This is an optimization exercise on Yosys and OpenROAD, whose aim is small area, a short achievable clock period and few clock cycles per item, not a production implementation. Only simulation tests tie the RTL to the original design; equivalence was not proved. Power is estimated from default activity; no workload was simulated.

**flow/design.v**
```verilog
`default_nettype none
package rbm_pkg;
    localparam int NUM_VISIBLE = 16;
    localparam int NUM_HIDDEN  = 16;
    localparam logic [15:0] LFSR_SEED_BASE = 16'hACE1;
    function automatic logic [7:0] thr_offset(input logic [15:0] l);
        logic [9:0] r7;
        logic [9:0] r9;
        logic [9:0] r10;
        logic [9:0] t;
        r7  = {1'b0, l[15:7]};
        r9  = {3'b0, l[15:9]};
        r10 = {4'b0, l[15:10]};
        if (l[15:8] < 8'd21) begin           
            t = 10'd207 - r7;
        end else if (l[15:8] < 8'd64) begin  
            t = 10'd175 - r9;
        end else if (l[15:8] < 8'd188) begin  
            t = 10'd159 - r10;
        end else if (l[15:8] < 8'd234) begin  
            t = 10'd207 - r9;
            if (t > 10'd112) t = 10'd112;
        end else begin                        
            t = 10'd559 - r7;
            if (t > 10'd90) t = 10'd90;
        end
        thr_offset = t[7:0];
    endfunction
endpackage
`default_nettype wire
`timescale 1ns/100ps
`default_nettype none
module rbm_sequencer (
    input  wire            clk,
    input  wire            reset_n,
    input  wire            start,
    input  wire  [15:0]    hidden,
    input  wire            param_we,
    input  wire  [16:0]    param,
    output logic           busy,
    output logic [2047:0]  ring_q,
    output logic [63:0]    gate,
    output logic [127:0]   bias_q,
    output logic           v1,
    output logic           v2
);
    logic [3:0]   pos;
    logic         clr;
    logic         pend;
    logic         wb;
    logic [3:0]   p_row;
    logic [3:0]   p_col;
    logic [7:0]   p_data;
    logic accept;
    logic wacc;
    logic hit;
    logic pend_next;
    logic clr_next;
    assign accept = start & ~busy;
    assign wacc   = param_we & ~busy;
    assign hit       = pend & (p_col == ~pos);
    assign pend_next = pend ? ~hit : (wacc & ~param[16]);
    assign clr_next  = clr & ~(pos == 4'd15);
    always_ff @(posedge clk or negedge reset_n) begin
        if (!reset_n) begin
            pos  <= '0;
            clr  <= 1'b1;
            busy <= 1'b1;
            pend <= 1'b0;
            wb   <= 1'b0;
            v1   <= 1'b0;
            v2   <= 1'b0;
        end else begin
            pos  <= pos + 4'd1;
            clr  <= clr_next;
            busy <= clr_next | pend_next;
            pend <= pend_next;
            wb   <= wacc & param[16];
            v1   <= accept;
            v2   <= v1;
        end
    end
    always_ff @(posedge clk) begin
        if (!pend) begin
            p_row  <= param[15:12];
            p_col  <= param[11:8];
            p_data <= param[7:0];
        end
    end
    for (genvar k = 0; k < 16; k++) begin : g_bias
        always_ff @(posedge clk or negedge reset_n) begin
            if (!reset_n) begin
                bias_q[8*k +: 8] <= '0;
            end else if (wb && p_row == 4'(k)) begin
                bias_q[8*k +: 8] <= p_data;
            end
        end
    end
    for (genvar k = 0; k < 16; k++) begin : g_lane
        logic sel;
        assign sel = clr | (hit & (p_row == 4'(k)));
        always_ff @(posedge clk) begin
            ring_q[8*k +: 8] <= sel ? (clr ? 8'd0 : p_data) : ring_q[128*15 + 8*k +: 8];
        end
    end
    always_ff @(posedge clk) begin
        ring_q[2047:128] <= ring_q[1919:0];
    end
    localparam logic [31:0] ORDER = {8'b01_11_00_10, 8'b10_00_11_01, 8'b00_01_10_11, 8'b11_10_01_00};
    logic [3:0] rot;
    assign rot = ~pos;
    for (genvar j = 0; j < 4; j++) begin : g_gcopy
        logic [15:0] x [5];
        assign x[0] = hidden;
        for (genvar t = 0; t < 4; t++) begin : g_stage
            localparam int B = ORDER[8*j + 2*t +: 2];
            for (genvar s = 0; s < 16; s++) begin : g_bit
                assign x[t+1][s] = rot[B] ? x[t][(s + (1 << B)) % 16] : x[t][s];
            end
        end
        always_ff @(posedge clk) begin
            gate[16*j +: 16] <= x[4];
        end
    end
endmodule
`default_nettype wire
`timescale 1ns/100ps
`default_nettype none
module rbm_tree_s1 (
    input  wire [143:0] op,
    output wire [33:0] p1
);
    wire fa0_s, fa0_c;
    assign fa0_s = op[0] ^ op[8] ^ op[16];
    assign fa0_c = (op[0] & op[8]) | (op[0] & op[16]) | (op[8] & op[16]);
    wire fa1_s, fa1_c;
    assign fa1_s = op[24] ^ op[32] ^ op[40];
    assign fa1_c = (op[24] & op[32]) | (op[24] & op[40]) | (op[32] & op[40]);
    wire fa2_s, fa2_c;
    assign fa2_s = op[48] ^ op[56] ^ op[64];
    assign fa2_c = (op[48] & op[56]) | (op[48] & op[64]) | (op[56] & op[64]);
    wire fa3_s, fa3_c;
    assign fa3_s = op[72] ^ op[80] ^ op[88];
    assign fa3_c = (op[72] & op[80]) | (op[72] & op[88]) | (op[80] & op[88]);
    wire fa4_s, fa4_c;
    assign fa4_s = op[96] ^ op[104] ^ op[112];
    assign fa4_c = (op[96] & op[104]) | (op[96] & op[112]) | (op[104] & op[112]);
    wire fa5_s, fa5_c;
    assign fa5_s = op[120] ^ op[128] ^ op[136];
    assign fa5_c = (op[120] & op[128]) | (op[120] & op[136]) | (op[128] & op[136]);
    wire fa6_s, fa6_c;
    assign fa6_s = op[1] ^ op[9] ^ op[17];
    assign fa6_c = (op[1] & op[9]) | (op[1] & op[17]) | (op[9] & op[17]);
    wire fa7_s, fa7_c;
    assign fa7_s = op[25] ^ op[33] ^ op[41];
    assign fa7_c = (op[25] & op[33]) | (op[25] & op[41]) | (op[33] & op[41]);
    wire fa8_s, fa8_c;
    assign fa8_s = op[49] ^ op[57] ^ op[65];
    assign fa8_c = (op[49] & op[57]) | (op[49] & op[65]) | (op[57] & op[65]);
    wire fa9_s, fa9_c;
    assign fa9_s = op[73] ^ op[81] ^ op[89];
    assign fa9_c = (op[73] & op[81]) | (op[73] & op[89]) | (op[81] & op[89]);
    wire fa10_s, fa10_c;
    assign fa10_s = op[97] ^ op[105] ^ op[113];
    assign fa10_c = (op[97] & op[105]) | (op[97] & op[113]) | (op[105] & op[113]);
    wire fa11_s, fa11_c;
    assign fa11_s = op[121] ^ op[129] ^ op[137];
    assign fa11_c = (op[121] & op[129]) | (op[121] & op[137]) | (op[129] & op[137]);
    wire fa12_s, fa12_c;
    assign fa12_s = op[2] ^ op[10] ^ op[18];
    assign fa12_c = (op[2] & op[10]) | (op[2] & op[18]) | (op[10] & op[18]);
    wire fa13_s, fa13_c;
    assign fa13_s = op[26] ^ op[34] ^ op[42];
    assign fa13_c = (op[26] & op[34]) | (op[26] & op[42]) | (op[34] & op[42]);
    wire fa14_s, fa14_c;
    assign fa14_s = op[50] ^ op[58] ^ op[66];
    assign fa14_c = (op[50] & op[58]) | (op[50] & op[66]) | (op[58] & op[66]);
    wire fa15_s, fa15_c;
    assign fa15_s = op[74] ^ op[82] ^ op[90];
    assign fa15_c = (op[74] & op[82]) | (op[74] & op[90]) | (op[82] & op[90]);
    wire fa16_s, fa16_c;
    assign fa16_s = op[98] ^ op[106] ^ op[114];
    assign fa16_c = (op[98] & op[106]) | (op[98] & op[114]) | (op[106] & op[114]);
    wire fa17_s, fa17_c;
    assign fa17_s = op[122] ^ op[130] ^ op[138];
    assign fa17_c = (op[122] & op[130]) | (op[122] & op[138]) | (op[130] & op[138]);
    wire fa18_s, fa18_c;
    assign fa18_s = op[3] ^ op[11] ^ op[19];
    assign fa18_c = (op[3] & op[11]) | (op[3] & op[19]) | (op[11] & op[19]);
    wire fa19_s, fa19_c;
    assign fa19_s = op[27] ^ op[35] ^ op[43];
    assign fa19_c = (op[27] & op[35]) | (op[27] & op[43]) | (op[35] & op[43]);
    wire fa20_s, fa20_c;
    assign fa20_s = op[51] ^ op[59] ^ op[67];
    assign fa20_c = (op[51] & op[59]) | (op[51] & op[67]) | (op[59] & op[67]);
    wire fa21_s, fa21_c;
    assign fa21_s = op[75] ^ op[83] ^ op[91];
    assign fa21_c = (op[75] & op[83]) | (op[75] & op[91]) | (op[83] & op[91]);
    wire fa22_s, fa22_c;
    assign fa22_s = op[99] ^ op[107] ^ op[115];
    assign fa22_c = (op[99] & op[107]) | (op[99] & op[115]) | (op[107] & op[115]);
    wire fa23_s, fa23_c;
    assign fa23_s = op[123] ^ op[131] ^ op[139];
    assign fa23_c = (op[123] & op[131]) | (op[123] & op[139]) | (op[131] & op[139]);
    wire fa24_s, fa24_c;
    assign fa24_s = op[4] ^ op[12] ^ op[20];
    assign fa24_c = (op[4] & op[12]) | (op[4] & op[20]) | (op[12] & op[20]);
    wire fa25_s, fa25_c;
    assign fa25_s = op[28] ^ op[36] ^ op[44];
    assign fa25_c = (op[28] & op[36]) | (op[28] & op[44]) | (op[36] & op[44]);
    wire fa26_s, fa26_c;
    assign fa26_s = op[52] ^ op[60] ^ op[68];
    assign fa26_c = (op[52] & op[60]) | (op[52] & op[68]) | (op[60] & op[68]);
    wire fa27_s, fa27_c;
    assign fa27_s = op[76] ^ op[84] ^ op[92];
    assign fa27_c = (op[76] & op[84]) | (op[76] & op[92]) | (op[84] & op[92]);
    wire fa28_s, fa28_c;
    assign fa28_s = op[100] ^ op[108] ^ op[116];
    assign fa28_c = (op[100] & op[108]) | (op[100] & op[116]) | (op[108] & op[116]);
    wire fa29_s, fa29_c;
    assign fa29_s = op[124] ^ op[132] ^ op[140];
    assign fa29_c = (op[124] & op[132]) | (op[124] & op[140]) | (op[132] & op[140]);
    wire fa30_s, fa30_c;
    assign fa30_s = op[5] ^ op[13] ^ op[21];
    assign fa30_c = (op[5] & op[13]) | (op[5] & op[21]) | (op[13] & op[21]);
    wire fa31_s, fa31_c;
    assign fa31_s = op[29] ^ op[37] ^ op[45];
    assign fa31_c = (op[29] & op[37]) | (op[29] & op[45]) | (op[37] & op[45]);
    wire fa32_s, fa32_c;
    assign fa32_s = op[53] ^ op[61] ^ op[69];
    assign fa32_c = (op[53] & op[61]) | (op[53] & op[69]) | (op[61] & op[69]);
    wire fa33_s, fa33_c;
    assign fa33_s = op[77] ^ op[85] ^ op[93];
    assign fa33_c = (op[77] & op[85]) | (op[77] & op[93]) | (op[85] & op[93]);
    wire fa34_s, fa34_c;
    assign fa34_s = op[101] ^ op[109] ^ op[117];
    assign fa34_c = (op[101] & op[109]) | (op[101] & op[117]) | (op[109] & op[117]);
    wire fa35_s, fa35_c;
    assign fa35_s = op[125] ^ op[133] ^ op[141];
    assign fa35_c = (op[125] & op[133]) | (op[125] & op[141]) | (op[133] & op[141]);
    wire fa36_s, fa36_c;
    assign fa36_s = op[6] ^ op[14] ^ op[22];
    assign fa36_c = (op[6] & op[14]) | (op[6] & op[22]) | (op[14] & op[22]);
    wire fa37_s, fa37_c;
    assign fa37_s = op[30] ^ op[38] ^ op[46];
    assign fa37_c = (op[30] & op[38]) | (op[30] & op[46]) | (op[38] & op[46]);
    wire fa38_s, fa38_c;
    assign fa38_s = op[54] ^ op[62] ^ op[70];
    assign fa38_c = (op[54] & op[62]) | (op[54] & op[70]) | (op[62] & op[70]);
    wire fa39_s, fa39_c;
    assign fa39_s = op[78] ^ op[86] ^ op[94];
    assign fa39_c = (op[78] & op[86]) | (op[78] & op[94]) | (op[86] & op[94]);
    wire fa40_s, fa40_c;
    assign fa40_s = op[102] ^ op[110] ^ op[118];
    assign fa40_c = (op[102] & op[110]) | (op[102] & op[118]) | (op[110] & op[118]);
    wire fa41_s, fa41_c;
    assign fa41_s = op[126] ^ op[134] ^ op[142];
    assign fa41_c = (op[126] & op[134]) | (op[126] & op[142]) | (op[134] & op[142]);
    wire fa42_s, fa42_c;
    assign fa42_s = op[7] ^ op[15] ^ op[23];
    assign fa42_c = (op[7] & op[15]) | (op[7] & op[23]) | (op[15] & op[23]);
    wire fa43_s, fa43_c;
    assign fa43_s = op[31] ^ op[39] ^ op[47];
    assign fa43_c = (op[31] & op[39]) | (op[31] & op[47]) | (op[39] & op[47]);
    wire fa44_s, fa44_c;
    assign fa44_s = op[55] ^ op[63] ^ op[71];
    assign fa44_c = (op[55] & op[63]) | (op[55] & op[71]) | (op[63] & op[71]);
    wire fa45_s, fa45_c;
    assign fa45_s = op[79] ^ op[87] ^ op[95];
    assign fa45_c = (op[79] & op[87]) | (op[79] & op[95]) | (op[87] & op[95]);
    wire fa46_s, fa46_c;
    assign fa46_s = op[103] ^ op[111] ^ op[119];
    assign fa46_c = (op[103] & op[111]) | (op[103] & op[119]) | (op[111] & op[119]);
    wire fa47_s, fa47_c;
    assign fa47_s = op[127] ^ op[135] ^ op[143];
    assign fa47_c = (op[127] & op[135]) | (op[127] & op[143]) | (op[135] & op[143]);
    wire fa48_s, fa48_c;
    assign fa48_s = fa0_s ^ fa1_s ^ fa2_s;
    assign fa48_c = (fa0_s & fa1_s) | (fa0_s & fa2_s) | (fa1_s & fa2_s);
    wire fa49_s, fa49_c;
    assign fa49_s = fa3_s ^ fa4_s ^ fa5_s;
    assign fa49_c = (fa3_s & fa4_s) | (fa3_s & fa5_s) | (fa4_s & fa5_s);
    wire fa50_s, fa50_c;
    assign fa50_s = fa0_c ^ fa1_c ^ fa2_c;
    assign fa50_c = (fa0_c & fa1_c) | (fa0_c & fa2_c) | (fa1_c & fa2_c);
    wire fa51_s, fa51_c;
    assign fa51_s = fa3_c ^ fa4_c ^ fa5_c;
    assign fa51_c = (fa3_c & fa4_c) | (fa3_c & fa5_c) | (fa4_c & fa5_c);
    wire fa52_s, fa52_c;
    assign fa52_s = fa6_s ^ fa7_s ^ fa8_s;
    assign fa52_c = (fa6_s & fa7_s) | (fa6_s & fa8_s) | (fa7_s & fa8_s);
    wire fa53_s, fa53_c;
    assign fa53_s = fa9_s ^ fa10_s ^ fa11_s;
    assign fa53_c = (fa9_s & fa10_s) | (fa9_s & fa11_s) | (fa10_s & fa11_s);
    wire fa54_s, fa54_c;
    assign fa54_s = fa6_c ^ fa7_c ^ fa8_c;
    assign fa54_c = (fa6_c & fa7_c) | (fa6_c & fa8_c) | (fa7_c & fa8_c);
    wire fa55_s, fa55_c;
    assign fa55_s = fa9_c ^ fa10_c ^ fa11_c;
    assign fa55_c = (fa9_c & fa10_c) | (fa9_c & fa11_c) | (fa10_c & fa11_c);
    wire fa56_s, fa56_c;
    assign fa56_s = fa12_s ^ fa13_s ^ fa14_s;
    assign fa56_c = (fa12_s & fa13_s) | (fa12_s & fa14_s) | (fa13_s & fa14_s);
    wire fa57_s, fa57_c;
    assign fa57_s = fa15_s ^ fa16_s ^ fa17_s;
    assign fa57_c = (fa15_s & fa16_s) | (fa15_s & fa17_s) | (fa16_s & fa17_s);
    wire fa58_s, fa58_c;
    assign fa58_s = fa12_c ^ fa13_c ^ fa14_c;
    assign fa58_c = (fa12_c & fa13_c) | (fa12_c & fa14_c) | (fa13_c & fa14_c);
    wire fa59_s, fa59_c;
    assign fa59_s = fa15_c ^ fa16_c ^ fa17_c;
    assign fa59_c = (fa15_c & fa16_c) | (fa15_c & fa17_c) | (fa16_c & fa17_c);
    wire fa60_s, fa60_c;
    assign fa60_s = fa18_s ^ fa19_s ^ fa20_s;
    assign fa60_c = (fa18_s & fa19_s) | (fa18_s & fa20_s) | (fa19_s & fa20_s);
    wire fa61_s, fa61_c;
    assign fa61_s = fa21_s ^ fa22_s ^ fa23_s;
    assign fa61_c = (fa21_s & fa22_s) | (fa21_s & fa23_s) | (fa22_s & fa23_s);
    wire fa62_s, fa62_c;
    assign fa62_s = fa18_c ^ fa19_c ^ fa20_c;
    assign fa62_c = (fa18_c & fa19_c) | (fa18_c & fa20_c) | (fa19_c & fa20_c);
    wire fa63_s, fa63_c;
    assign fa63_s = fa21_c ^ fa22_c ^ fa23_c;
    assign fa63_c = (fa21_c & fa22_c) | (fa21_c & fa23_c) | (fa22_c & fa23_c);
    wire fa64_s, fa64_c;
    assign fa64_s = fa24_s ^ fa25_s ^ fa26_s;
    assign fa64_c = (fa24_s & fa25_s) | (fa24_s & fa26_s) | (fa25_s & fa26_s);
    wire fa65_s, fa65_c;
    assign fa65_s = fa27_s ^ fa28_s ^ fa29_s;
    assign fa65_c = (fa27_s & fa28_s) | (fa27_s & fa29_s) | (fa28_s & fa29_s);
    wire fa66_s, fa66_c;
    assign fa66_s = fa24_c ^ fa25_c ^ fa26_c;
    assign fa66_c = (fa24_c & fa25_c) | (fa24_c & fa26_c) | (fa25_c & fa26_c);
    wire fa67_s, fa67_c;
    assign fa67_s = fa27_c ^ fa28_c ^ fa29_c;
    assign fa67_c = (fa27_c & fa28_c) | (fa27_c & fa29_c) | (fa28_c & fa29_c);
    wire fa68_s, fa68_c;
    assign fa68_s = fa30_s ^ fa31_s ^ fa32_s;
    assign fa68_c = (fa30_s & fa31_s) | (fa30_s & fa32_s) | (fa31_s & fa32_s);
    wire fa69_s, fa69_c;
    assign fa69_s = fa33_s ^ fa34_s ^ fa35_s;
    assign fa69_c = (fa33_s & fa34_s) | (fa33_s & fa35_s) | (fa34_s & fa35_s);
    wire fa70_s, fa70_c;
    assign fa70_s = fa30_c ^ fa31_c ^ fa32_c;
    assign fa70_c = (fa30_c & fa31_c) | (fa30_c & fa32_c) | (fa31_c & fa32_c);
    wire fa71_s, fa71_c;
    assign fa71_s = fa33_c ^ fa34_c ^ fa35_c;
    assign fa71_c = (fa33_c & fa34_c) | (fa33_c & fa35_c) | (fa34_c & fa35_c);
    wire fa72_s, fa72_c;
    assign fa72_s = fa36_s ^ fa37_s ^ fa38_s;
    assign fa72_c = (fa36_s & fa37_s) | (fa36_s & fa38_s) | (fa37_s & fa38_s);
    wire fa73_s, fa73_c;
    assign fa73_s = fa39_s ^ fa40_s ^ fa41_s;
    assign fa73_c = (fa39_s & fa40_s) | (fa39_s & fa41_s) | (fa40_s & fa41_s);
    wire fa74_s, fa74_c;
    assign fa74_s = fa36_c ^ fa37_c ^ fa38_c;
    assign fa74_c = (fa36_c & fa37_c) | (fa36_c & fa38_c) | (fa37_c & fa38_c);
    wire fa75_s, fa75_c;
    assign fa75_s = fa39_c ^ fa40_c ^ fa41_c;
    assign fa75_c = (fa39_c & fa40_c) | (fa39_c & fa41_c) | (fa40_c & fa41_c);
    wire fa76_s, fa76_c;
    assign fa76_s = fa42_s ^ fa43_s ^ fa44_s;
    assign fa76_c = (fa42_s & fa43_s) | (fa42_s & fa44_s) | (fa43_s & fa44_s);
    wire fa77_s, fa77_c;
    assign fa77_s = fa45_s ^ fa46_s ^ fa47_s;
    assign fa77_c = (fa45_s & fa46_s) | (fa45_s & fa47_s) | (fa46_s & fa47_s);
    wire fa78_s, fa78_c;
    assign fa78_s = fa42_c ^ fa43_c ^ fa44_c;
    assign fa78_c = (fa42_c & fa43_c) | (fa42_c & fa44_c) | (fa43_c & fa44_c);
    wire fa79_s, fa79_c;
    assign fa79_s = fa45_c ^ fa46_c ^ fa47_c;
    assign fa79_c = (fa45_c & fa46_c) | (fa45_c & fa47_c) | (fa46_c & fa47_c);
    wire fa80_s, fa80_c;
    assign fa80_s = fa48_c ^ fa49_c ^ fa50_s;
    assign fa80_c = (fa48_c & fa49_c) | (fa48_c & fa50_s) | (fa49_c & fa50_s);
    wire fa81_s, fa81_c;
    assign fa81_s = fa51_s ^ fa52_s ^ fa53_s;
    assign fa81_c = (fa51_s & fa52_s) | (fa51_s & fa53_s) | (fa52_s & fa53_s);
    wire fa82_s, fa82_c;
    assign fa82_s = fa50_c ^ fa51_c ^ fa52_c;
    assign fa82_c = (fa50_c & fa51_c) | (fa50_c & fa52_c) | (fa51_c & fa52_c);
    wire fa83_s, fa83_c;
    assign fa83_s = fa53_c ^ fa54_s ^ fa55_s;
    assign fa83_c = (fa53_c & fa54_s) | (fa53_c & fa55_s) | (fa54_s & fa55_s);
    wire fa84_s, fa84_c;
    assign fa84_s = fa54_c ^ fa55_c ^ fa56_c;
    assign fa84_c = (fa54_c & fa55_c) | (fa54_c & fa56_c) | (fa55_c & fa56_c);
    wire fa85_s, fa85_c;
    assign fa85_s = fa57_c ^ fa58_s ^ fa59_s;
    assign fa85_c = (fa57_c & fa58_s) | (fa57_c & fa59_s) | (fa58_s & fa59_s);
    wire fa86_s, fa86_c;
    assign fa86_s = fa58_c ^ fa59_c ^ fa60_c;
    assign fa86_c = (fa58_c & fa59_c) | (fa58_c & fa60_c) | (fa59_c & fa60_c);
    wire fa87_s, fa87_c;
    assign fa87_s = fa61_c ^ fa62_s ^ fa63_s;
    assign fa87_c = (fa61_c & fa62_s) | (fa61_c & fa63_s) | (fa62_s & fa63_s);
    wire fa88_s, fa88_c;
    assign fa88_s = fa62_c ^ fa63_c ^ fa64_c;
    assign fa88_c = (fa62_c & fa63_c) | (fa62_c & fa64_c) | (fa63_c & fa64_c);
    wire fa89_s, fa89_c;
    assign fa89_s = fa65_c ^ fa66_s ^ fa67_s;
    assign fa89_c = (fa65_c & fa66_s) | (fa65_c & fa67_s) | (fa66_s & fa67_s);
    wire fa90_s, fa90_c;
    assign fa90_s = fa66_c ^ fa67_c ^ fa68_c;
    assign fa90_c = (fa66_c & fa67_c) | (fa66_c & fa68_c) | (fa67_c & fa68_c);
    wire fa91_s, fa91_c;
    assign fa91_s = fa69_c ^ fa70_s ^ fa71_s;
    assign fa91_c = (fa69_c & fa70_s) | (fa69_c & fa71_s) | (fa70_s & fa71_s);
    wire fa92_s, fa92_c;
    assign fa92_s = fa70_c ^ fa71_c ^ fa72_c;
    assign fa92_c = (fa70_c & fa71_c) | (fa70_c & fa72_c) | (fa71_c & fa72_c);
    wire fa93_s, fa93_c;
    assign fa93_s = fa73_c ^ fa74_s ^ fa75_s;
    assign fa93_c = (fa73_c & fa74_s) | (fa73_c & fa75_s) | (fa74_s & fa75_s);
    wire fa94_s, fa94_c;
    assign fa94_s = fa74_c ^ fa75_c ^ fa76_c;
    assign fa94_c = (fa74_c & fa75_c) | (fa74_c & fa76_c) | (fa75_c & fa76_c);
    wire fa95_s, fa95_c;
    assign fa95_s = fa77_c ^ fa78_s ^ fa79_s;
    assign fa95_c = (fa77_c & fa78_s) | (fa77_c & fa79_s) | (fa78_s & fa79_s);
    wire fa96_s, fa96_c;
    assign fa96_s = fa80_c ^ fa81_c ^ fa82_s;
    assign fa96_c = (fa80_c & fa81_c) | (fa80_c & fa82_s) | (fa81_c & fa82_s);
    wire fa97_s, fa97_c;
    assign fa97_s = fa83_s ^ fa56_s ^ fa57_s;
    assign fa97_c = (fa83_s & fa56_s) | (fa83_s & fa57_s) | (fa56_s & fa57_s);
    wire fa98_s, fa98_c;
    assign fa98_s = fa82_c ^ fa83_c ^ fa84_s;
    assign fa98_c = (fa82_c & fa83_c) | (fa82_c & fa84_s) | (fa83_c & fa84_s);
    wire fa99_s, fa99_c;
    assign fa99_s = fa85_s ^ fa60_s ^ fa61_s;
    assign fa99_c = (fa85_s & fa60_s) | (fa85_s & fa61_s) | (fa60_s & fa61_s);
    wire fa100_s, fa100_c;
    assign fa100_s = fa84_c ^ fa85_c ^ fa86_s;
    assign fa100_c = (fa84_c & fa85_c) | (fa84_c & fa86_s) | (fa85_c & fa86_s);
    wire fa101_s, fa101_c;
    assign fa101_s = fa87_s ^ fa64_s ^ fa65_s;
    assign fa101_c = (fa87_s & fa64_s) | (fa87_s & fa65_s) | (fa64_s & fa65_s);
    wire fa102_s, fa102_c;
    assign fa102_s = fa86_c ^ fa87_c ^ fa88_s;
    assign fa102_c = (fa86_c & fa87_c) | (fa86_c & fa88_s) | (fa87_c & fa88_s);
    wire fa103_s, fa103_c;
    assign fa103_s = fa89_s ^ fa68_s ^ fa69_s;
    assign fa103_c = (fa89_s & fa68_s) | (fa89_s & fa69_s) | (fa68_s & fa69_s);
    wire fa104_s, fa104_c;
    assign fa104_s = fa88_c ^ fa89_c ^ fa90_s;
    assign fa104_c = (fa88_c & fa89_c) | (fa88_c & fa90_s) | (fa89_c & fa90_s);
    wire fa105_s, fa105_c;
    assign fa105_s = fa91_s ^ fa72_s ^ fa73_s;
    assign fa105_c = (fa91_s & fa72_s) | (fa91_s & fa73_s) | (fa72_s & fa73_s);
    wire fa106_s, fa106_c;
    assign fa106_s = fa90_c ^ fa91_c ^ fa92_s;
    assign fa106_c = (fa90_c & fa91_c) | (fa90_c & fa92_s) | (fa91_c & fa92_s);
    wire fa107_s, fa107_c;
    assign fa107_s = fa93_s ^ fa76_s ^ fa77_s;
    assign fa107_c = (fa93_s & fa76_s) | (fa93_s & fa77_s) | (fa76_s & fa77_s);
    wire fa108_s, fa108_c;
    assign fa108_s = fa92_c ^ fa93_c ^ fa94_s;
    assign fa108_c = (fa92_c & fa93_c) | (fa92_c & fa94_s) | (fa93_c & fa94_s);
    wire fa109_s, fa109_c;
    assign fa109_s = fa94_c ^ fa95_c ^ fa78_c;
    assign fa109_c = (fa94_c & fa95_c) | (fa94_c & fa78_c) | (fa95_c & fa78_c);
    assign p1 = {fa109_c, fa79_c, fa109_s, fa108_c, fa95_s, fa108_s, fa107_c, fa106_c, fa107_s, fa106_s, fa105_c, fa104_c, fa105_s, fa104_s, fa103_c, fa102_c, fa103_s, fa102_s, fa101_c, fa100_c, fa101_s, fa100_s, fa99_c, fa98_c, fa99_s, fa98_s, fa97_c, fa96_c, fa97_s, fa96_s, fa81_s, fa80_s, fa49_s, fa48_s};
endmodule
module rbm_tree_s2 (
    input  wire [33:0] p1_q,
    output wire [12:0] sum_a,
    output wire [12:0] sum_b
);
    wire ha0_s, ha0_c;
    assign ha0_s = p1_q[6] ^ p1_q[7];
    assign ha0_c = p1_q[6] & p1_q[7];
    wire fa110_s, fa110_c;
    assign fa110_s = p1_q[10] ^ p1_q[11] ^ p1_q[12];
    assign fa110_c = (p1_q[10] & p1_q[11]) | (p1_q[10] & p1_q[12]) | (p1_q[11] & p1_q[12]);
    wire fa111_s, fa111_c;
    assign fa111_s = p1_q[14] ^ p1_q[15] ^ p1_q[16];
    assign fa111_c = (p1_q[14] & p1_q[15]) | (p1_q[14] & p1_q[16]) | (p1_q[15] & p1_q[16]);
    wire fa112_s, fa112_c;
    assign fa112_s = p1_q[18] ^ p1_q[19] ^ p1_q[20];
    assign fa112_c = (p1_q[18] & p1_q[19]) | (p1_q[18] & p1_q[20]) | (p1_q[19] & p1_q[20]);
    wire fa113_s, fa113_c;
    assign fa113_s = p1_q[22] ^ p1_q[23] ^ p1_q[24];
    assign fa113_c = (p1_q[22] & p1_q[23]) | (p1_q[22] & p1_q[24]) | (p1_q[23] & p1_q[24]);
    wire fa114_s, fa114_c;
    assign fa114_s = p1_q[26] ^ p1_q[27] ^ p1_q[28];
    assign fa114_c = (p1_q[26] & p1_q[27]) | (p1_q[26] & p1_q[28]) | (p1_q[27] & p1_q[28]);
    wire ha1_s, ha1_c;
    assign ha1_s = p1_q[30] ^ p1_q[31];
    assign ha1_c = p1_q[30] & p1_q[31];
    wire ha2_s, ha2_c;
    assign ha2_s = ha0_s ^ p1_q[8];
    assign ha2_c = ha0_s & p1_q[8];
    wire fa115_s, fa115_c;
    assign fa115_s = ha0_c ^ fa110_s ^ p1_q[13];
    assign fa115_c = (ha0_c & fa110_s) | (ha0_c & p1_q[13]) | (fa110_s & p1_q[13]);
    wire fa116_s, fa116_c;
    assign fa116_s = fa110_c ^ fa111_s ^ p1_q[17];
    assign fa116_c = (fa110_c & fa111_s) | (fa110_c & p1_q[17]) | (fa111_s & p1_q[17]);
    wire fa117_s, fa117_c;
    assign fa117_s = fa111_c ^ fa112_s ^ p1_q[21];
    assign fa117_c = (fa111_c & fa112_s) | (fa111_c & p1_q[21]) | (fa112_s & p1_q[21]);
    wire fa118_s, fa118_c;
    assign fa118_s = fa112_c ^ fa113_s ^ p1_q[25];
    assign fa118_c = (fa112_c & fa113_s) | (fa112_c & p1_q[25]) | (fa113_s & p1_q[25]);
    wire fa119_s, fa119_c;
    assign fa119_s = fa113_c ^ fa114_s ^ p1_q[29];
    assign fa119_c = (fa113_c & fa114_s) | (fa113_c & p1_q[29]) | (fa114_s & p1_q[29]);
    wire fa120_s, fa120_c;
    assign fa120_s = fa114_c ^ ha1_s ^ p1_q[32];
    assign fa120_c = (fa114_c & ha1_s) | (fa114_c & p1_q[32]) | (ha1_s & p1_q[32]);
    wire ha3_s, ha3_c;
    assign ha3_s = ha1_c ^ p1_q[33];
    assign ha3_c = ha1_c & p1_q[33];
    assign sum_a = {1'b0, ha3_c, fa120_c, fa119_c, fa118_c, fa117_c, fa116_c, fa115_c, ha2_c, ha2_s, p1_q[4], p1_q[2], p1_q[0]};
    assign sum_b = {1'b0, 1'b0, ha3_s, fa120_s, fa119_s, fa118_s, fa117_s, fa116_s, fa115_s, p1_q[9], p1_q[5], p1_q[3], p1_q[1]};
endmodule
module visible_unit #(
    parameter int UNIT_INDEX = 0
) (
    input  wire          clk,
    input  wire          reset_n,
    input  wire  [127:0] wring,
    input  wire  [15:0]  gate,
    input  wire  [7:0]   bias,
    input  wire          v1,
    output logic         sample
);
    localparam logic [15:0] SEED =
        rbm_pkg::LFSR_SEED_BASE ^ 16'(UNIT_INDEX);
    localparam logic [7:0] SEED_THR = rbm_pkg::thr_offset(SEED);
    logic [15:0] lfsr;
    logic [15:0] lfsr_next;
    logic [7:0]  thr;
    logic        never;
    assign lfsr_next = {lfsr[14:0], lfsr[15] ^ lfsr[13] ^ lfsr[12] ^ lfsr[10]};
    always_ff @(posedge clk or negedge reset_n) begin
        if (!reset_n) begin
            lfsr  <= SEED;
            thr   <= SEED_THR;
            never <= 1'b0;
        end else if (v1) begin
            lfsr  <= lfsr_next;
            thr   <= rbm_pkg::thr_offset(lfsr_next);
            never <= &lfsr_next;
        end
    end
    logic [144-1:0] op;
    logic [12:0]     sum_a, sum_b;
    logic [13:0]     total;
    logic [33:0] p1;
    logic [33:0] p1_q;
    logic           never1_q;
    for (genvar s = 0; s < 16; s++) begin : g_op
        assign op[8*s +: 8] = {~(gate[s] & wring[8*s+7]), wring[8*s +: 7] & {7{gate[s]}}};
    end
    assign op[128 +: 8] = {~bias[7], bias[6:0]};
    assign op[136 +: 8] = thr;
    rbm_tree_s1 u_s1 (
        .op (op),
        .p1 (p1)
    );
    always_ff @(posedge clk) begin
        p1_q     <= p1;
        never1_q <= never;
    end
    rbm_tree_s2 u_s2 (
        .p1_q (p1_q),
        .sum_a (sum_a),
        .sum_b (sum_b)
    );
    assign total  = 14'(sum_a) + 14'(sum_b) + 14'h1700;
    assign sample = total[13] & ~never1_q;
endmodule
`default_nettype wire
`timescale 1ns/100ps
`default_nettype none
module sample_collector (
    input  wire         clk,
    input  wire         reset_n,
    input  wire  [15:0] sample,
    input  wire         v2,
    output logic [15:0] visible,
    output logic        done
);
    always_ff @(posedge clk or negedge reset_n) begin
        if (!reset_n) begin
            visible <= '0;
            done    <= 1'b0;
        end else begin
            done <= v2;
            if (v2) begin
                visible <= sample;
            end
        end
    end
endmodule
`default_nettype wire
`timescale 1ns/100ps
`default_nettype none
module rbm_recon (
    input  wire          clk,
    input  wire          reset_n,
    input  wire          start,
    input  wire  [15:0]  hidden,
    input  wire          param_we,
    input  wire  [16:0]  param,
    output logic         busy,
    output logic         done,
    output logic [15:0]  visible
);
    logic [2047:0] ring_q;
    logic [63:0]   gate;
    logic [127:0]  bias_q;
    logic          v1;
    logic          v2;
    logic [15:0]   sample;
    rbm_sequencer u_sequencer (
        .clk      (clk),
        .reset_n  (reset_n),
        .start    (start),
        .hidden   (hidden),
        .param_we (param_we),
        .param    (param),
        .busy     (busy),
        .ring_q   (ring_q),
        .gate     (gate),
        .bias_q   (bias_q),
        .v1       (v1),
        .v2       (v2)
    );
    for (genvar k = 0; k < 16; k++) begin : g_unit
        logic [127:0] wring;
        for (genvar s = 0; s < 16; s++) begin : g_s
            assign wring[8*s +: 8] = ring_q[128*s + 8*k +: 8];
        end
        visible_unit #(
            .UNIT_INDEX (k)
        ) u_unit (
            .clk     (clk),
            .reset_n (reset_n),
            .wring   (wring),
            .gate    (gate[16*(k/4) +: 16]),
            .bias    (bias_q[8*k +: 8]),
            .v1      (v1),
            .sample  (sample[k])
        );
    end
    sample_collector u_collector (
        .clk     (clk),
        .reset_n (reset_n),
        .sample  (sample),
        .v2      (v2),
        .visible (visible),
        .done    (done)
    );
endmodule
`default_nettype wire
```
**flow/flow/run.sh**
```bash
#!/bin/bash
# The standard layout, with one netlist pass between synthesis and
# floorplan: flow/fapol_opt.py re-chooses the polarity of each full adder
# (a full adder is self-dual) and of and2/nand2-type gates so that fewer
# inverters are needed. Registers, ports and all other cells are unchanged.
set -euo pipefail
R=orfs/results/sky130hd/rbm_recon/base
bash standard.sh synth > synth.log 2>&1
cp "$R/1_2_yosys.v" "$R/1_2_yosys_std.v"
python3 flow/fapol_opt.py "$R/1_2_yosys_std.v" "$R/1_2_yosys.v" > fapol.log 2>&1
rm -f "$R/1_synth.odb" "$R/1_synth.sdc"
bash standard.sh finish > layout.log 2>&1
```
**flow/flow/fapol_opt.py**
```python
#!/usr/bin/env python3
"""Re-choose full-adder polarities in a flat sky130 gate netlist.

A full adder is self-dual: FA(~a, ~b, ~c) = (~sum, ~cout). Yosys's adder
extraction picks each adder's polarity on its own, leaving inverters between
adders. This removes every logic inverter, chooses for each adder whether it
works on true or complemented signals (and for each and2/nand2, or2/nor2,
xor2/xnor2 which of the pair it is), and puts back one inverter per signal
that some load still needs complemented. Registers, ports and every other
cell keep their function.

Usage: fapol_opt.py IN.v OUT.v
"""
import re
import sys
import random
from collections import defaultdict

FA_TYPES = {"sky130_fd_sc_hd__fa_1", "sky130_fd_sc_hd__fa_2", "sky130_fd_sc_hd__fa_4"}
INV_RE = re.compile(r"^sky130_fd_sc_hd__inv_\d+$")
OUT_PINS = {"X", "Y", "Q", "Q_N", "SUM", "COUT", "HI", "LO"}
# swappable 2-input gates: type -> (complement type, out pin, complement out pin, area delta)
AREA = {
    "and2_1": 6.256, "nand2_1": 3.7536, "or2_1": 6.256, "nor2_1": 3.7536,
    "xor2_1": 8.7584, "xnor2_1": 8.7584, "and2_0": 6.256, "or2_0": 6.256,
}
SWAP = {
    "sky130_fd_sc_hd__and2_1": ("sky130_fd_sc_hd__nand2_1", "X", "Y"),
    "sky130_fd_sc_hd__and2_0": ("sky130_fd_sc_hd__nand2_1", "X", "Y"),
    "sky130_fd_sc_hd__nand2_1": ("sky130_fd_sc_hd__and2_1", "Y", "X"),
    "sky130_fd_sc_hd__or2_1": ("sky130_fd_sc_hd__nor2_1", "X", "Y"),
    "sky130_fd_sc_hd__or2_0": ("sky130_fd_sc_hd__nor2_1", "X", "Y"),
    "sky130_fd_sc_hd__nor2_1": ("sky130_fd_sc_hd__or2_1", "Y", "X"),
    "sky130_fd_sc_hd__xor2_1": ("sky130_fd_sc_hd__xnor2_1", "X", "Y"),
    "sky130_fd_sc_hd__xnor2_1": ("sky130_fd_sc_hd__xor2_1", "Y", "X"),
}
INV_AREA = 3.7536


def short(t):
    return t.replace("sky130_fd_sc_hd__", "")


def main():
    src = open(sys.argv[1]).read()
    m = re.search(r"^module\s+(\S+)\s*\((.*?)\);", src, re.S | re.M)
    head_end = m.end()
    end = src.rindex("endmodule")
    body = src[head_end:end]
    # Declarations and cells
    cell_re = re.compile(r"^\s*(sky130_fd_sc_hd__\w+)\s+(\S+)\s*\((.*?)\);\s*$", re.S | re.M)
    pin_re = re.compile(r"\.(\w+)\(\s*(.*?)\s*\)(?=\s*,|\s*$)", re.S)
    cells = []
    decl_lines = []
    pos = 0
    for cm in cell_re.finditer(body):
        decl_lines.append(body[pos:cm.start()])
        pos = cm.end()
        typ, name, pins = cm.group(1), cm.group(2), cm.group(3)
        pm = []
        for p, n in pin_re.findall(pins):
            pm.append((p, n.strip()))
        cells.append([typ, name, pm])
    tail = body[pos:]
    decls = "".join(decl_lines) + tail
    if "assign" in decls:
        sys.exit("netlist has assign statements; not handled")
    ports = set()
    for dm in re.finditer(r"^\s*(input|output|inout)\s+(?:\[[^\]]*\]\s*)?(\S+)\s*;", decls, re.M):
        ports.add(dm.group(2))

    def is_port(net):
        base = net.split("[")[0] if not net.startswith("\\") else net
        return net in ports or base in ports

    driver = {}
    for ci, (typ, name, pm) in enumerate(cells):
        for p, n in pm:
            if p in OUT_PINS:
                driver[n] = (ci, p)
    # Removable inverters
    removable = set()
    for ci, (typ, name, pm) in enumerate(cells):
        if INV_RE.match(typ):
            d = dict(pm)
            if not is_port(d["Y"]) and not d["A"].startswith("1'b"):
                removable.add(ci)

    memo = {}

    def base(net):
        if net in memo:
            return memo[net]
        d = driver.get(net)
        if d is not None and d[0] in removable:
            b, par = base(dict(cells[d[0]][2])["A"])
            r = (b, par ^ 1)
        else:
            r = (net, 0)
        memo[net] = r
        return r

    # Variables
    var_of_cell = {}
    nvar = 0
    for ci, (typ, name, pm) in enumerate(cells):
        if typ in FA_TYPES or typ in SWAP:
            var_of_cell[ci] = nvar
            nvar += 1
    # Base nets: driver variable; consumers
    cons = defaultdict(list)  # base net -> list of (ci, pin, par, var or None)
    for ci, (typ, name, pm) in enumerate(cells):
        if ci in removable:
            continue
        for p, n in pm:
            if p in OUT_PINS or n.startswith("1'b") or n == "":
                continue
            b, par = base(n)
            v = var_of_cell.get(ci) if typ in FA_TYPES else None
            cons[b].append((ci, p, par, v))
    # Output ports as consumers needing the true value of their own net
    fixed_base = set()
    for b in list(cons.keys()) + list(driver.keys()):
        if is_port(b):
            fixed_base.add(b)
    base_var = {}
    for b in cons:
        d = driver.get(b)
        if d is not None and d[0] in var_of_cell and b not in fixed_base:
            base_var[b] = var_of_cell[d[0]]
    pinned = set()
    for b in fixed_base:
        d = driver.get(b)
        if d is not None and d[0] in var_of_cell:
            pinned.add(var_of_cell[d[0]])
    # Also any cell with a variable that drives a base with no recorded consumers
    # (e.g. dangling) is harmless.
    pol = [0] * nvar
    var_cell = {v: ci for ci, v in var_of_cell.items()}
    # Which bases each variable touches
    touch = defaultdict(set)
    for b, lst in cons.items():
        if b in base_var:
            touch[base_var[b]].add(b)
        for (_, _, _, v) in lst:
            if v is not None:
                touch[v].add(b)

    def swap_cost(v):
        ci = var_cell[v]
        typ = cells[ci][0]
        if typ not in SWAP or pol[v] == 0:
            return 0.0
        return AREA.get(short(SWAP[typ][0]), 6.256) - AREA.get(short(typ), 6.256)

    swap_base = {}
    for b, v in base_var.items():
        if cells[var_cell[v]][0] in SWAP:
            swap_base[b] = v

    def need(b, d):
        for (_, _, par, v) in cons[b]:
            r = par ^ (pol[v] if v is not None else 0)
            if r != d:
                return True
        return False

    def swap_delta(v):
        typ = cells[var_cell[v]][0]
        return AREA.get(short(SWAP[typ][0]), 6.256) - AREA.get(short(typ), 6.256)

    def base_cost(b):
        if b in swap_base:
            v = swap_base[b]
            c0 = INV_AREA if need(b, 0) else 0.0
            c1 = (INV_AREA if need(b, 1) else 0.0) + swap_delta(v)
            return min(c0, c1)
        d = pol[base_var[b]] if b in base_var else 0
        return INV_AREA if need(b, d) else 0.0

    def settle_swaps():
        for b, v in swap_base.items():
            c0 = INV_AREA if need(b, 0) else 0.0
            c1 = (INV_AREA if need(b, 1) else 0.0) + swap_delta(v)
            pol[v] = 1 if c1 < c0 - 1e-9 else 0

    def total():
        return sum(base_cost(b) for b in cons)

    start = total()
    rng = random.Random(1)
    order = [v for v in range(nvar) if v not in pinned and cells[var_cell[v]][0] in FA_TYPES]
    improved = True
    rounds = 0
    while improved and rounds < 50:
        improved = False
        rounds += 1
        rng.shuffle(order)
        for v in order:
            before = sum(base_cost(b) for b in touch[v])
            pol[v] ^= 1
            after = sum(base_cost(b) for b in touch[v])
            if after < before - 1e-9:
                improved = True
            else:
                pol[v] ^= 1
    # Annealing over adder polarities
    cur = total()
    best = cur
    best_pol = list(pol)
    T = 2.0
    steps = 40 * len(order)
    for k in range(steps):
        v = order[rng.randrange(len(order))]
        before = sum(base_cost(b) for b in touch[v])
        pol[v] ^= 1
        after = sum(base_cost(b) for b in touch[v])
        dlt = after - before
        if dlt <= 0 or rng.random() < pow(2.718281828, -dlt / T):
            cur += dlt
            if cur < best - 1e-9:
                best = cur
                best_pol = list(pol)
        else:
            pol[v] ^= 1
        T = max(0.05, 2.0 * (1 - k / steps))
    pol[:] = best_pol
    settle_swaps()
    end_cost = total()
    # Emit
    out_cells = []
    new_wires = []
    inv_net = {}
    ninv = 0

    def comp(b):
        nonlocal ninv
        if b not in inv_net:
            n = f"_fapol_n{ninv}_"
            inv_net[b] = n
            new_wires.append(n)
            out_cells.append(("sky130_fd_sc_hd__inv_1", f"_fapol_i{ninv}_", [("A", b), ("Y", n)]))
            ninv += 1
        return inv_net[b]

    for ci, (typ, name, pm) in enumerate(cells):
        if ci in removable:
            continue
        v = var_of_cell.get(ci)
        newtyp = typ
        newpm = []
        if typ in SWAP and v is not None and pol[v]:
            newtyp = SWAP[typ][0]
        for p, n in pm:
            if p in OUT_PINS:
                if typ in SWAP and v is not None and pol[v]:
                    p = SWAP[typ][2]
                newpm.append((p, n))
                continue
            if n.startswith("1'b") or n == "":
                newpm.append((p, n))
                continue
            b, par = base(n)
            d = pol[base_var[b]] if b in base_var else 0
            r = par ^ (pol[v] if (v is not None and typ in FA_TYPES) else 0)
            newpm.append((p, b if r == d else comp(b)))
        out_cells.append((newtyp, name, newpm))
    o = [src[:head_end]]
    o.append(decls.rstrip() + "\n")
    for w in new_wires:
        o.append(f"  wire {w};\n")
    for typ, name, pm in out_cells:
        pins = ",\n".join(f"    .{p}({n} )" for p, n in pm)
        o.append(f"  {typ} {name} (\n{pins}\n  );\n")
    o.append("endmodule\n")
    open(sys.argv[2], "w").write("".join(o))
    flipped_fa = sum(1 for v in range(nvar) if pol[v] and cells[var_cell[v]][0] in FA_TYPES)
    swapped = sum(1 for v in range(nvar) if pol[v] and cells[var_cell[v]][0] in SWAP)
    sys.stderr.write(
        f"fapol: {len(removable)} inverters removed, {ninv} added; "
        f"{flipped_fa} adders flipped, {swapped} gates swapped; "
        f"cost {start:.1f} -> {end_cost:.1f} um2 ({rounds} rounds)\n")


if __name__ == "__main__":
    main()
```
**flow/standard.sh**
```bash
#!/bin/bash
# synth_recipe.tcl (not shown) runs the flow's synth.tcl, then flattens the netlist and writes it again
# the make line also repeats each setting of config.mk as NAME=value (left out here)
make -C /OpenROAD-flow-scripts/flow DESIGN_CONFIG=/design/flow/config.mk WORK_HOME=/design/flow/orfs CLKGATE_MAP_FILE= SYNTH_SCRIPT=/design/flow/synth_recipe.tcl "${@:-finish}"
```
**flow/config.mk**
```make
export PLATFORM = sky130hd
export DESIGN_NAME = rbm_recon
export DESIGN_NICKNAME = rbm_recon
export VERILOG_FILES = /design/flow/design.v
export SDC_FILE = /design/flow/constraint.sdc
export NUM_CORES = 4
export LEC_CHECK = 0
export ABC_CLOCK_PERIOD_IN_PS = 2700
export CAP_MARGIN = 20
export CORE_MARGIN = 2
export CORE_UTILIZATION = 55
export CTS_CLUSTER_DIAMETER = 100
export CTS_CLUSTER_SIZE = 26
export SETUP_SLACK_MARGIN = 4.2
export SLEW_MARGIN = 20
```
**flow/constraint.sdc**
```tcl
create_clock -name core_clock -period 7.0 [get_ports {clk}]
set_input_delay 1.4000 -clock core_clock [delete_from_list [all_inputs] [get_ports {clk}]]
set_output_delay 1.4000 -clock core_clock [all_outputs]
set_load 0.01 [all_outputs]
```
==> run notes <==
per-layer routing:
metal | vias up | part of all wire, % | global-route usage (%)
li1 | 38700 | - | -
met1 | 47000 | 40 | 43.9
met4 | 8 | 5.4 | 14.0
met5 | - | 0.011 | 0
met3 | 1066 | 7.1 | 5.10
met2 | 3330 | 47 | 51.8
final timing paths:
path | cells past startpoint | slack [ps] | from | to
setup / recovery | 10 | 3870 | g_unit[8].u_unit.p1_q[12] | u_collector.visible[8]
hold / removal | 0 | 340 | u_sequencer.ring_q[48] | u_sequencer.ring_q[176]
setup reg to reg | 10 | 3870 | g_unit[8].u_unit.p1_q[12] | u_collector.visible[8]
hold reg to reg | 0 | 340 | u_sequencer.ring_q[48] | u_sequencer.ring_q[176]
max in group asynchronous | 2 | 4800 | reset_n | u_collector.visible[1]
min in group asynchronous | 1 | 600 | reset_n | g_unit[11].u_unit.thr[1]
per-stage QoR:
stage / utilization (%) / worst slack [ps] / hold slack [ps] / cell area (sq um) / power (mW)
floorplan: - / 4040 / 324 / 144000 / 32.4
global placement: 56.8 / 3130 / 326 / 147000 / 36.3
detailed placement: 56.8 / 3040 / 329 / 147000 / 36.7
CTS: 64.7 / 3860 / 342 / 168000 / 48.7
global route: 66.8 / 3740 / 341 / 173000 / 52.1
finish: 66.8 / 3870 / 336 / 173000 / 49.3
registers in the layout, summed over array words and instances (netlist names), 4 cells and up:
signal,flops
u_sequencer.p_col,4
g_unit.u_unit.never,16
g_unit.u_unit.lfsr,256
u_sequencer.bias_q,128
u_collector.visible,16
g_unit.u_unit.p1_q,544
u_sequencer.ring_q,2048
u_sequencer.gate,64
u_sequencer.p_row,4
u_sequencer.p_data,8
g_unit.u_unit.thr,128
g_unit.u_unit.never1_q,16
u_sequencer.pos,4
worst max-delay path, delay by kind of cell (launching register included):
kind	cells	cell delay, ps
AOI/OAI and AO/OA	6	1310
xor gates and xnor gates	1	100
adders and majority gates	3	1260
DFF	1	340
placed cells by master, fill, tap and decap left out, types with 27 or more instances in the layout:
cell type,count
nor2b_1,29
nand3_1,103
o21a_1,33
fa_1,654
xnor2_1,75
dfrtp_1,333
o211ai_1,43
dfxtp_1,2591
nand4_1,52
nor2_1,318
nor3_1,60
buf_8,30
a31oi_1,55
inv_1,758
and2_4,64
o21ai_0,300
mux4_2,78
nand2_4,168
clkdlybuf4s50_1,35
mux2i_1,126
nand2_2,352
a21o_1,36
buf_16,174
fa_2,1282
clkbuf_16,159
inv_2,129
a21oi_1,230
buf_4,282
dfxtp_4,64
dfstp_2,203
and2_1,132
nand2_1,1681
diode_2,27
buf_12,318
ha_1,314
nor4_1,30
mux2_2,275
buf_6,177
clkbuf_1,86
layout make-up:
cell class | instances | area [sq um]
clock inverters | 18 | 214
repair buffers | 1027 | 16200
well taps | 3402 | 4260
fillers | 18400 | 86200
diodes | 27 | 67.6
multi-input cells | 7056 | 76400
clock buffers | 244 | 4250
flip-flops and latches | 3243 | 68400
inverters | 899 | 3400
power by group through the flow:
stage          registers (mW)  clock network (mW)  logic, mW
2_1_floorplan            22.7                   0       9.72
3_3_place_gp             23.9                   0       12.3
3_5_place_dp             24.0                   0       12.7
4_1_cts                  23.6                10.6       14.5
5_1_grt                  24.0                11.2       16.8
6_report                 23.7                10.5       15.1
what timing repair did:
item | 4_1_cts | 5_1_grt
resized for setup | 2206 | 898
pin swaps | 877 | 765
buffers inserted | 477 | 224
gates cloned | 164 | 3
setup endpoints to repair | 644 | 538
==> run notes <==
* CTS Sinks at between 3000 and 4000
* Fin. max-slew vios at 0
* Vias at 90100
* Initial drt markers at about 7300
* Worst slew margin at a little under a fifth
* RSZ-0062 raised after global routing: true
* I/O Buffers at 54
* Pint at 32.3 mW
* Syn avg cell area at between 10 and 15 sq um
* NetSw at about 17 mW
* Initial core utilization at 55.3%
* Clock latency on the worst-skew pair at roughly 850 ps
* Die Area at 0.265 sq mm
* Overall Global Routing Usage at between 30% and 40%
* Final setup viols at 0
* Post-route insts no fill at between 15000 and 20000
* Crit. End Element: register
* Worst IR Drop VDD at between 0.3 and 0.4 mV
* Mapped cell area at between 0.1 and 0.15 sq mm
* Power per cell area at 285 mW/mm^2
* Register share of total power at between 40% and 50%
* DRT Pass-1 Iters at 6
* Width of the chip at between 500 and 600 um
* Final nets at 14700
* Synthesized Nets at between 10000 and 15000
* Tmin final at about 3100 ps
* Max-Cap Viols at 0
* Die Y at roughly 510 um
* Req. time, crit path at 7730 ps
* CP Launch Type: register
* Clock root buffer: clkbuf_16
* DRC at 0
* Post-DR wirelength/cell at about 27 um
* Clk slew on worst S/H paths at 110 ps
* Clock Path Buffers at 3
* Worst Skew at around 28 ps
* Worst Max-Slew Pin Slew at 1230 ps
* Synth Warn # at 22
* Kind of critical path: reg -> reg
* Placed Cells at roughly 15000
* Worst Path Arrival at 3860 ps
* Vias/cell at approximately 5.7
* Core Rows at roughly 190
* Hold Path Class: reg -> reg
* # IOs at 55
* TritonCTS clock tree: yes
* Grt total ovfl at 0
* Antenna violations before repair at 36
* Layout cells sized above 1 at 31.9%
* First-pass GRT wire length at around 630000 um
* Combinational Power Share at a little under a third
* Max Clk Rate at about 320 MHz
* Final period utilization at 44.8%
* Leak at approximately 67 nW
* Placeable Area at approximately 0.26 sq mm
* Mapped Cells at around 12000
* Final hold violations at 0
* Gpl congestion at approximately 0.85
* Switching Fraction at between 30% and 40%
* Critical Path Fanout Max at 2
* Most frequent CP cell: fa_1
* Worst path max stage delay at ~550 ps
* Post-route setup TNS at 0 ps
* Final ANT Viol Nets at 0
* Clock share of power at a little over a fifth
* Vias in the first global route at slightly below 100k
* H-Tree Depth at 4
* Hold Buf Count CTS at 0
* Area delta synth->final at 20.9%
* CTS Buf Count at around 150
* Maximum number of pins on one net before global-route repair at 94
* Final WL at 430000 um
* CP Cell Sequence: fa_1 > fa_1 > ha_1 > a21o_1 > a2111oi_4 > o21ai_2 > a221oi_2 > xnor2_1 > o32ai_1 > o21ai_1
* CP max stage cell: fa_1
* Dpl hpwl at 214000 um
* Status: no timing/DRC/antenna violations
Testbench counts, summed over its fixed seeds: cycles 1,056, items 1,024.

## port drivers added, routing unchanged
No port has a modelled driver above. Below, the same layout with a new extraction and two added sets of constraints.
Step 1 (the two cells are an assumption about what drives the block):
set clk [get_ports {clk}]
set_driving_cell -lib_cell sky130_fd_sc_hd__clkbuf_16 $clk
set_driving_cell -lib_cell sky130_fd_sc_hd__buf_2 [delete_from_list [all_inputs] $clk]
Step 2 also shifts input and output timing later by t, the mid clock arrival at the registers, as if the neighbouring blocks saw the same clock.
Three values: ideal, step 1, step 2; two values: the first two.
shift t [ns]: 0.938
setup WS [ns]: 3.867 / 3.867 / 3.444
cell pins on the clock port's net: 1
After both steps this run still meets setup and hold. The setup slack of this run moves by 0.000 ns with the drivers and by -0.423 ns with both steps.
